What follows belongs to an exercise in optimizing a design on an open flow for small area; a production flow would make more cautious choices. Only simulation tests tie the RTL to the original design; equivalence was not proved.

`flow/design.v`:
```
module ccu_muldiv_seq #(
    parameter int WIDTH   = 32,
    parameter int MUL_LAT = 2,
    parameter int CNT_W   = 6
) (
    input  logic             clk,
    input  logic             rst,
    input  logic             start,
    input  logic [7:0]       alu_mode,
    input  logic [WIDTH-1:0] src1,
    input  logic [WIDTH-1:0] src2,
    input  logic             flush,
    output logic             stall,
    output logic             done,
    output logic [WIDTH-1:0] result,
    output logic             ccu_ans_mux_sel,
    output logic [1:0]       state_dbg
);
    typedef enum logic [1:0] {
        S_IDLE = 2'd0,
        S_MUL  = 2'd1,
        S_DIV  = 2'd2,
        S_DONE = 2'd3
    } state_t;
    localparam logic [WIDTH-1:0] INT_MIN = {1'b1, {(WIDTH-1){1'b0}}};
    state_t             state;
    logic [CNT_W-1:0]   cnt;
    logic [WIDTH-1:0]   a_r;
    logic [WIDTH-1:0]   b_r;
    logic [2:0]         op_r;
    logic [WIDTH-1:0]   quo_r;
    logic [WIDTH-1:0]   rem_r;
    logic [WIDTH-1:0]   dvs_r;
    logic [2*WIDTH-1:0] prod_r;
    logic               is_md;
    logic               accept;
    logic               in_signed;
    logic               div_zero;
    logic               div_ovf;
    logic               special;
    logic [WIDTH-1:0]   special_res;
    logic [WIDTH-1:0]   abs1;
    logic [WIDTH-1:0]   abs2;
    assign is_md     = (alu_mode[7:4] == 4'h4);
    assign accept    = (state == S_IDLE) & start & is_md & ~flush;
    assign in_signed = ~alu_mode[0];
    assign div_zero  = (src2 == '0);
    assign div_ovf   = in_signed & (src1 == INT_MIN) & (src2 == '1);
    assign special   = alu_mode[2] & (div_zero | div_ovf);
    assign abs1      = (in_signed & src1[WIDTH-1]) ? (-src1) : src1;
    assign abs2      = (in_signed & src2[WIDTH-1]) ? (-src2) : src2;
    always_comb begin
        special_res = '0;
        if (div_zero)
            special_res = alu_mode[1] ? src1 : '1;
        else
            special_res = alu_mode[1] ? '0 : INT_MIN;
    end
    logic               a_sext;
    logic               b_sext;
    logic [WIDTH:0]     a_sx;
    logic [WIDTH:0]     b_sx;
    logic [2*WIDTH-1:0] prod_c;
    logic [2*WIDTH-1:0] prod_sel;
    logic [WIDTH-1:0]   mul_res;
    assign a_sext   = ((op_r[1:0] == 2'd1) | (op_r[1:0] == 2'd2)) & a_r[WIDTH-1];
    assign b_sext   = (op_r[1:0] == 2'd1) & b_r[WIDTH-1];
    assign a_sx     = {a_sext, a_r};
    assign b_sx     = {b_sext, b_r};
    assign prod_c   = {{(WIDTH-1){a_sx[WIDTH]}}, a_sx} * {{(WIDTH-1){b_sx[WIDTH]}}, b_sx};
    assign prod_sel = (MUL_LAT == 1) ? prod_c : prod_r;
    assign mul_res  = (op_r[1:0] == 2'd0) ? prod_sel[WIDTH-1:0] : prod_sel[2*WIDTH-1:WIDTH];
    logic [WIDTH:0]     shifted;
    logic [WIDTH:0]     diff;
    logic               ge;
    logic [WIDTH-1:0]   rem_n;
    logic [WIDTH-1:0]   quo_n;
    logic               neg_q;
    logic               neg_r;
    logic [WIDTH-1:0]   div_res;
    logic [WIDTH-1:0]   fin_res;
    assign shifted = {rem_r, quo_r[WIDTH-1]};
    assign diff    = shifted - {1'b0, dvs_r};
    assign ge      = ~diff[WIDTH];
    assign rem_n   = ge ? diff[WIDTH-1:0] : shifted[WIDTH-1:0];
    assign quo_n   = {quo_r[WIDTH-2:0], ge};
    assign neg_q   = ~op_r[0] & (a_r[WIDTH-1] ^ b_r[WIDTH-1]);
    assign neg_r   = ~op_r[0] & a_r[WIDTH-1];
    assign div_res = op_r[1] ? (neg_r ? (-rem_n) : rem_n)
                             : (neg_q ? (-quo_n) : quo_n);
    assign fin_res = op_r[2] ? div_res : mul_res;
    always_ff @(posedge clk or posedge rst) begin
        if (rst) begin
            state  <= S_IDLE;
            cnt    <= '0;
            a_r    <= '0;
            b_r    <= '0;
            op_r   <= '0;
            quo_r  <= '0;
            rem_r  <= '0;
            dvs_r  <= '0;
            prod_r <= '0;
            result <= '0;
        end else begin
            case (state)
                S_IDLE: begin
                    if (accept) begin
                        a_r   <= src1;
                        b_r   <= src2;
                        op_r  <= alu_mode[2:0];
                        cnt   <= '0;
                        quo_r <= abs1;
                        rem_r <= '0;
                        dvs_r <= abs2;
                        if (!alu_mode[2]) begin
                            state <= S_MUL;
                        end else if (special) begin
                            result <= special_res;
                            state  <= S_DONE;
                        end else begin
                            state <= S_DIV;
                        end
                    end
                end
                S_MUL: begin
                    if (flush) begin
                        state <= S_IDLE;
                    end else begin
                        prod_r <= prod_c;
                        cnt    <= cnt + 1'b1;
                        if (cnt == CNT_W'(MUL_LAT - 1)) begin
                            result <= fin_res;
                            state  <= S_DONE;
                        end
                    end
                end
                S_DIV: begin
                    if (flush) begin
                        state <= S_IDLE;
                    end else begin
                        rem_r <= rem_n;
                        quo_r <= quo_n;
                        cnt   <= cnt + 1'b1;
                        if (cnt == CNT_W'(WIDTH - 1)) begin
                            result <= fin_res;
                            state  <= S_DONE;
                        end
                    end
                end
                default: begin
                    state <= S_IDLE;
                end
            endcase
        end
    end
    assign stall           = accept | (state == S_MUL) | (state == S_DIV);
    assign done            = (state == S_DONE);
    assign ccu_ans_mux_sel = done;
    assign state_dbg       = state;
endmodule
```
`flow/run.sh`:
```
#!/bin/bash
# synth_recipe.tcl (not shown) runs the flow's synth.tcl, then flattens the netlist and writes it again
# the make line also repeats each setting of config.mk as NAME=value (left out here)
make -C /OpenROAD-flow-scripts/flow DESIGN_CONFIG=/design/flow/config.mk WORK_HOME=/design/flow/orfs CLKGATE_MAP_FILE= SYNTH_SCRIPT=/design/flow/synth_recipe.tcl finish
```
`flow/config.mk`:
```
export PLATFORM = sky130hd
export DESIGN_NAME = ccu_muldiv_seq
export DESIGN_NICKNAME = ccu_muldiv_seq
export VERILOG_FILES = /design/flow/design.v
export SDC_FILE = /design/flow/constraint.sdc
export NUM_CORES = 4
export LEC_CHECK = 0
export CAP_MARGIN = 20
export CORE_MARGIN = 2
export CORE_UTILIZATION = 40
export SLEW_MARGIN = 20
```
`flow/constraint.sdc`:
```
create_clock -name core_clock -period 10.5 [get_ports {clk}]
set_input_delay 2.1000 -clock core_clock [delete_from_list [all_inputs] [get_ports {clk}]]
set_output_delay 2.1000 -clock core_clock [all_outputs]
set_load 0.01 [all_outputs]
```
==> results of run 1 <==
-- cell type report --
cell class,count,area (µm²),area share
diodes,1,2.50,0.0000428
well taps,1781,2230,0.0381
multi-input cells,4371,41700,0.712
inverters,1263,4750,0.0811
clock inverters,22,303,0.00517
flip-flops and latches,266,6670,0.114
repair buffers,231,2070,0.0354
clock buffers,36,825,0.0141
-- cell families (layout without fill, tap and decap cells) --
kind of cell	after synthesis	in the layout	synth area share
and+or+nand+nor	1962	1962	0.160
muxes	60	60	0.0116
adders and majority gates	1384	1384	0.474
buffers and inverters	1611	1552	0.112
AOI/OAI and AO/OA	752	752	0.0860
DFF	266	266	0.122
xor gates and xnor gates	213	213	0.0343
other	0	1	0
-- final timing paths --
check | start | end | slack (ns) | depth (start not counted)
max | op_r[0] | prod_r[63] | 0.57 | 31
max in group asynchronous | rst | b_r[19] | 7.04 | 3
min | b_r[11] | b_r[11] | 0.48 | 2
min in group asynchronous | rst | prod_r[63] | 1.97 | 2
min reg2reg | b_r[11] | b_r[11] | 0.48 | 2
max reg2reg | op_r[0] | prod_r[63] | 0.57 | 31
-- stage by stage --
| stage | instances | setup slack [ns] |
|---|---|---|
| after detailed placement | 7912 | 0.381 |
| after global placement | 7912 | 0.489 |
| final | 7971 | 0.572 |
| after CTS | 7970 | 0.325 |
| after floorplan | 6248 | 1.07 |
| after global routing | 7970 | 0.139 |
-- sequential cells by signal, summed over array words and instances (netlist names) --
signal,count
prod_r,64
a_r,32
b_r,32
quo_r,32
rem_r,32
result,32
dvs_r,31
cnt,6
op_r,3
state,2
-- placed cells by master (no fill, tap or decap), types with 21 or more instances in the layout --
cell / n
a21o_1: 43
a21oi_1: 177
a31oi_1: 39
and2_1: 264
and3_1: 29
buf_4: 115
clkbuf_16: 31
clkdlybuf4s50_1: 111
dfrtp_1: 257
fa_1: 1126
ha_1: 256
inv_1: 1259
mux2i_1: 39
nand2_1: 1245
nand3_1: 38
nor2_1: 186
nor2b_1: 21
nor3_1: 38
o21ai_0: 269
o31ai_1: 31
or3_1: 27
xnor2_1: 121
xor2_1: 92
-- tightest hold or removal path: stages (launching register included) --
cell and delay [ns]:
dfrtp_1 0.34, nand2_1 0.05, nand2_1 0.06
-- metal layers --
layer	part of all wire	up-vias	track usage	wire [µm]
met1	0.42	21700	0.322	68700
met2	0.48	1394	0.399	78700
met3	0.061	286	0.0272	10000
met4	0.040	6	0.0808	6590
met5	0.00022	-	0	36
li1	-	18700	-	-
-- timing repair --
item,4_1_cts,5_1_grt
buffers inserted,0,0
setup endpoints to repair,0,1
gates resized for setup,0,1
==> results.txt, run 1 <==
* Status: complete, no violations
* Count of hold-fix buffers inserted at cts at 0
* Wire length per cell at 20.6 µm
* Setup violators final at 0
* Routability-driven placement congestion ratio at 0.971
* Number of synthesized register bits at 266
* Max stage delay on crit path at 0.71 ns
* Share of cells above drive strength 1 at 0.0435
* Number of optimization iterations in the first detailed-route pass at 6
* Transition at the pin with the smallest max-transition slack at 1.17 ns
* Final wirelength at 164,000 µm
* Standard-cell rows at 135
* Area of the core region at 0.135 mm²
* Worst skew pair latency at 0.61 ns
* Fmax achieved at 101 MHz
* Antenna violations before repair at 5
* Share of the clock period used by the worst path after layout at 0.946
* Cell with the largest stage delay on the worst path: fa_1
* Area share of the largest cell type after synthesis at 0.414
* TritonCTS buffer count at 31
* Total nets after synthesis at 7,708
* Worst-path clk slew at 0.07 ns
* Cell with the most instances on the worst path: fa_1
* Sequential-to-total area share from yosys stat at 0.122
* Top cells by area in the synthesized netlist: fa_1 41%, dfrtp_1 12%, inv_1 8.7%
* DIE HEIGHT at 373 µm
* Number of synthesized flops with an enable pin at 0
* 1st-iter DRT viols at 3,091
* Pin count of the biggest net entering global routing at 107
* Largest driver fanout on the critical path at 10
* Starting density of the core at 0.402
* Post-synthesis average cell area at 8.71 µm²
* Number of standard cells after synthesis at 6,248
* Grt total ovfl at 0
* Worst slew margin relative to its limit at 0.217
* Library cells used by synthesis at 99
* Final Hold Viols at 0
* Cell type with the largest total area after synthesis: fa_1
* Area of the mapped netlist at 0.0544 mm²
* Hold Slack at 0.476 ns
* Bufs on Longest Clock Path at 3
* Most frequently used cell type in the post-synthesis netlist: inv_1
* RSZ-0062 raised after global routing: false
* Cell chosen for the clock root: clkbuf_16
* Ports at 113
* Die Area at 0.139 mm²
* Final count of pins violating max slew at 0
* Share of synthesized flip-flops with an asynchronous set or reset at 1.00
* TritonCTS clock tree: yes
* Kind of end point of the critical path: register
* Worst clock skew on the final layout at 0.0243 ns
* Final-layout setup total negative slack at 0 ns
* Post-detail-place hpwl at 132,000 µm
* Crit path launch type: register
* Primary FF master, synth: dfrtp_1
* Layout Nets at 7,624
* Number of buffers and inverters on the critical path at 6
* # H-tree levels at 1
* Worst endpoint required time at 10.99 ns
* Total number of clock tree sinks at 266
* GRT Overall Usage at 0.239
* Global-route wire length before repair at 259,000 µm
* Min Clock Period, post-route at 9.93 ns
* Drc violations at 0
* Endpoint arrival time on the critical path at 10.42 ns
* Final core utilization at 0.433
* Crit Path Category: register to register
* Synth cell count leaders: 1,260 x inv_1, 1,247 x nand2_1, 1,126 x fa_1
* Min-delay worst type: register to register
* Cell class contributing the biggest share of worst-path delay: adder cells
* Die Span X at 373 µm
* Post-detailed-route count of antenna-violating nets at 0
* Vias in the first global route at 44.1k
* Area growth from synthesis to final layout at 7.59%
* Per-cell via count in the routed design at 5.28
* Via total after detailed routing at 42.1k
* Cell area after placement at 0.0574 mm²
* Filler cell count at 13.3k
* Number of input and output port buffers inserted at 111
* Summed area of non-filler cells in the final layout at 0.0585 mm²
* Number of warnings printed during yosys synthesis at 1
* Count of maximum capacitance violations at 0
==> inputs of run 2 (changes only) <==
==> flow/design.v (replaced) <==
module ccu_muldiv_seq (
    input  logic        clk,
    input  logic        rst,
    input  logic        start,
    input  logic [7:0]  alu_mode,
    input  logic [31:0] src1,
    input  logic [31:0] src2,
    input  logic        flush,
    output logic        stall,
    output logic        done,
    output logic [31:0] result,
    output logic        ccu_ans_mux_sel,
    output logic [1:0]  state_dbg
);
    logic [1:0]  st;
    logic [5:0]  cnt;
    logic [2:0]  op;
    logic [32:0] a;      
    logic [31:0] b;      
    logic [31:0] d;      
    logic        negn;   
    logic        c;      
    wire idle   = (st == 2'd0);
    wire busy   = st[0] ^ st[1];
    wire is_md  = (alu_mode[7:4] == 4'h4);
    wire accept = idle & start & is_md & ~flush;
    wire post   = cnt[5];
    wire last   = &cnt[4:0];
    wire divm   = st[1] & ~post;
    wire mstep  = ~st[1] & ~post;
    wire is_div = op[2] & ~op[1];
    wire is_rem = op[2] & op[1];
    wire msign  = ~op[2] & ~op[1] & op[0];           
    wire sgn_d  = op[2] ? ~op[0] : msign;
    wire negd   = sgn_d & d[31];
    wire        gate = divm | (mstep & b[0]);
    wire        sub  = divm ? ~negd : (mstep & last & b[0] & ~op[2] & (op[1] ^ op[0]));
    wire [32:0] y    = ({33{gate}} & {negd, d}) ^ {33{sub}};
    wire [32:0] s    = a + y + {32'd0, sub};
    wire        ge   = ~s[32];
    wire        e_n  = (&s) | (c & a[0]);
    wire q1     = b[30];                             
    wire negn_e = negn & ~(is_div & q1);             
    wire inv_e  = is_div ? (negn_e ^ negd) : negn_e;
    wire c0     = is_rem ? (negn & e_n) : (inv_e ^ (negn_e & e_n));
    wire inv    = op[2] & (is_div ? (negn ^ negd) : negn);
    wire sin    = op[2] ? (op[1] ? a[1] : b[0]) : ((op[1] | op[0]) ? a[0] : b[0]);
    wire t      = sin ^ inv;
    wire o      = is_rem ? (t & ~c) : (t ^ c);
    always_ff @(posedge clk or posedge rst) begin
        if (rst) begin
            st <= 2'd0;
        end else begin
            case (st)
                2'd0: if (accept) st <= alu_mode[2] ? 2'd2 : 2'd1;
                2'd3: st <= 2'd0;
                default: begin
                    if (flush) st <= 2'd0;
                    else if (&cnt) st <= 2'd3;
                end
            endcase
        end
    end
    always_ff @(posedge clk) begin
        if (idle) begin
            cnt  <= '0;
            op   <= alu_mode[2:0];
            d    <= src2;
            b    <= src1;
            a    <= {32'd0, src1[31] & alu_mode[2] & alu_mode[0]};
            negn <= alu_mode[2] & ~alu_mode[0] & src1[31];
            c    <= 1'b0;
        end else begin
            cnt <= cnt + 6'd1;
            if (divm) begin
                a <= {ge ? s[31:0] : a[31:0], b[30] ^ negn};
                b <= {b[30:0], ge};
                if (last) begin
                    c    <= c0;
                    negn <= negn_e;
                end else begin
                    c <= e_n;
                end
            end else begin
                a <= {msign & s[32], s[32:1]};
                if (post) begin
                    b <= {o, b[31:1]};
                    if (is_div) c <= c & t;
                end else begin
                    b <= {s[0], b[31:1]};
                end
            end
        end
    end
    assign stall           = accept | busy;
    assign done            = (st == 2'd3);
    assign ccu_ans_mux_sel = done;
    assign state_dbg       = st;
    assign result          = b;
endmodule
==> run 2 against run 1 <==
Worst setup slack gained 4.2 ns. Clock skew decreased by 0.015 ns. Sequential share of layout area up 18 points. Global-route usage decreased by 4.7 points. Highest routed layer is now met4. Hold slack got worse by 0.038 ns. Critical path type is now input pin to output pin. Core utilization increased by 5.9 points. Clock-buffer cell count fell by 27. Synthesized cell count is 87% lower.
==> results.txt, run 2 <==
* Largest registers: a (33), b (32), d (32)
* Crit path launch type: input pin (was register)
* Kind of end point of the critical path: output pin (was register)
* Crit Path Category: input pin to output pin (was register to register)
* Cell chosen for the clock root: clkbuf_16 (unchanged)
* Final antenna diode count at 0 (was 1)
* Area of the core region at 0.0178 mm² (was 0.135 mm²)
* Primary FF master, synth: dfxtp_1 (was dfrtp_1)
* Wire length per cell at 16.0 µm (was 20.6 µm)
* Antenna violations before repair at 0 (was 5)
* Share of synthesized flip-flops with an asynchronous set or reset at 0.0182 (was 1.00)
* Count of hold-fix buffers inserted at cts at 0 (unchanged)
* Portion of netlist area occupied by mux cells at 0.0856 (was 0.0116)
* Final Hold Viols at 0 (unchanged)
* Pin count of the biggest net entering global routing at 91 (was 107)
* Commonest cells after routing, fill and taps aside: 123 x nand2_1, 111 x clkdlybuf4s50_1, 72 x dfxtp_1 (was 1,259 x inv_1, 1,245 x nand2_1, 1,126 x fa_1)
* RSZ-0062 raised after global routing: false (unchanged)
* Share of the clock period used by the worst path after layout at 0.546 (was 0.946)
* Max FFs per register at 33 (was 64)
* Post-detailed-route count of antenna-violating nets at 0 (unchanged)
* Min-delay worst type: register to register (unchanged)
* Global-route wire length before repair at 30,300 µm (was 259,000 µm)
* Most frequently used cell type in the post-synthesis netlist: nand2_1 (was inv_1)
* Area fraction in and, or, nand and nor cells after synthesis at 0.171 (was 0.160)
* Number of standard cells after synthesis at 818 (was 6,248)
* Count of maximum capacitance violations at 0 (unchanged)
* Min Clock Period, post-route at 5.74 ns (was 9.93 ns)
* Most common library cell in the layout ignoring fill and taps: nand2_1 (was inv_1)
* Final-layout setup total negative slack at 0 ns (unchanged)
* Synth cell count leaders: 124 x nand2_1, 72 x dfxtp_1, 66 x o21ai_0 (was 1,260 x inv_1, 1,247 x nand2_1, 1,126 x fa_1)
* Number of warnings printed during yosys synthesis at 1 (unchanged)
* Starting density of the core at 0.405 (was 0.402)
* Routability-driven placement congestion ratio at 0.877 (was 0.971)
* Layout Nets at 1,015 (was 7,624)
* Die Span X at 138 µm (was 373 µm)
* Status: complete, no violations (unchanged)
* Final wirelength at 18,000 µm (was 164,000 µm)
* Share of synthesized cell area in full adder, half adder and majority cells at 0.0739 (was 0.474)
* Worst-path clk slew at 0.08 ns (was 0.07 ns)
* Die Area at 0.0191 mm² (was 0.139 mm²)
* 1st-iter DRT viols at 296 (was 3,091)
* Endpoint arrival time on the critical path at 3.64 ns (was 10.42 ns)
* Worst slew margin relative to its limit at 0.367 (was 0.217)
* Number of input and output port buffers inserted at 111 (unchanged)
* Number of optimization iterations in the first detailed-route pass at 4 (was 6)
* Worst clock skew on the final layout at 0.00915 ns (was 0.0243 ns)
* Top cells by area in the synthesized netlist: dfxtp_1 20%, edfxtp_1 15%, mux2i_1 7.6% (was fa_1 41%, dfrtp_1 12%, inv_1 8.7%)
* Per-cell via count in the routed design at 5.35 (was 5.28)
* Number of synthesized register bits at 110 (was 266)
* Filler cell count at 1,682 (was 13.3k)
* Area share of the largest cell type after synthesis at 0.200 (was 0.414)
* Standard-cell rows at 49 (was 135)
* Worst endpoint required time at 8.40 ns (was 10.99 ns)
* Post-synthesis average cell area at 8.82 µm² (was 8.71 µm²)
* Total number of clock tree sinks at 110 (was 266)
* Sequential-to-total area share from yosys stat at 0.356 (was 0.122)
* TritonCTS clock tree: yes (unchanged)
* Share of cells above drive strength 1 at 0.0610 (was 0.0435)
* Area growth from synthesis to final layout at 21.5% (was 7.59%)
* Post-detail-place hpwl at 13,200 µm (was 132,000 µm)
* PostCTS Resize Cnt at 0 (unchanged)
* Final count of pins violating max slew at 0 (unchanged)
* Largest register by flop count: a (was prod_r)
* Cell type with the largest total area after synthesis: dfxtp_1 (was fa_1)
* Fmax achieved at 174 MHz (was 101 MHz)
* Compound-gate portion of the synthesized area at 0.186 (was 0.0860)
* Vias in the first global route at 6,108 (was 44.1k)
* Combinational family with the most area after synthesis: compound AO/OA/AOI/OAI gates (was adder cells)
* Library cells used by synthesis at 76 (was 99)
* Area of the mapped netlist at 0.00722 mm² (was 0.0544 mm²)
* # H-tree levels at 3 (was 1)
* DIE HEIGHT at 138 µm (was 373 µm)
* Number of post-CTS setup repair buffers at 0 (unchanged)
* Grt total ovfl at 0 (unchanged)
* TritonCTS buffer count at 9 (was 31)
* XOR/XNOR share of the synthesized area at 0.0865 (was 0.0343)
* Largest driver fanout on the critical path at 2 (was 10)
* Via total after detailed routing at 6,046 (was 42.1k)
* Worst skew pair latency at 0.37 ns (was 0.61 ns)
* GRT Overall Usage at 0.191 (was 0.239)
* Total nets after synthesis at 936 (was 7,708)
* Number of synthesized flops with an enable pin at 36 (was 0)
* Setup violators final at 0 (unchanged)
* Transition at the pin with the smallest max-transition slack at 0.949 ns (was 1.17 ns)
* Drc violations at 0 (unchanged)
* Bufs on Longest Clock Path at 2 (was 3)
* Final core utilization at 0.491 (was 0.433)
* Ports at 113 (unchanged)
## run 2: cells by family after synthesis
logic type      after synthesis
simple gates                264
flops                       110
mux                          61
compound gates              208
xor+xnor                     67
fa+ha+maj                    42
buf+inv                      66
## run 2: layout make-up
cell class,count,area [µm²],share of cell area
clock buffer,9,225,0.0257
clock inverter,7,81.3,0.00928
inverter,18,67.6,0.00771
multi-input combinational,642,4380,0.500
sequential,110,2570,0.293
tap,229,287,0.0327
timing repair buffer,116,1150,0.131
## run 2: critical path, stage by stage
cell and delay (ns):
clkdlybuf4s50_1 0.41, nor4b_1 0.31, nand4b_1 0.15, nand2b_1 0.13, clkdlybuf4s50_1 0.55
## run 2: final timing paths
path,end,start,cells after the start,slack [ns]
setup reg to reg,c,cnt[0],21,4.95
hold reg to reg,cnt[0],cnt[0],1,0.44
max in group asynchronous,st[0],rst,2,8.49
hold / removal,cnt[0],cnt[0],1,0.44
setup / recovery,stall,alu_mode[4],5,4.76
min in group asynchronous,st[1],rst,2,1.90
## run 2: per-layer routing
metal  part of all wire  routed length, µm  global-route usage  up-vias
li1                   -                  -                   -     3099
met1               0.46               8320               0.245     2796
met2               0.46               8250               0.309      123
met3              0.059               1060              0.0554       28
met4              0.023                408              0.0687        0
met5                  0                  0                   0        -
## run 2: stage by stage
step	area, µm²	cells	hold slack [ns]	setup slack (ns)
after floorplan	7220	818	0.402	5.74
after global placement	8460	1115	0.415	4.76
after detailed placement	8460	1115	0.417	4.77
after CTS	8770	1131	0.438	4.75
after global routing	8770	1131	0.445	4.56
final	8770	1131	0.438	4.76

==> static timing again, ports no longer ideal <==
The flow's constraints put no driver on any port. The routed layouts listed below were extracted and timed again, unchanged, in two steps. Step 1 sets driving cells, clkbuf_16 on the clock port and buf_2 on the other inputs (assumed; they add their load-dependent delay and slew). Step 2 also shifts input and output timing later by t, the mid clock arrival at the registers, as if the neighbouring blocks saw the same clock. Slacks: no drivers / after step 1 / after step 2; pairs: no drivers / after step 1.
run | t, ns | setup WS [ns] | latest minus earliest clock arrival (ns) | worst data-port slew with drivers (ns) | pins driven straight from the clock port
run 1 | 0.655 | 0.572 / 0.572 / 0.572 | 0.025 / 0.025 | 0.17 | 1
run 2 | 0.405 | 4.762 / 4.741 / 4.741 | 0.014 / 0.015 | 0.05 | 1
After both steps every run listed still meets setup and hold. The setup slack of run 2, which loses most, moves by -0.021 ns with the drivers and by -0.021 ns with both steps.
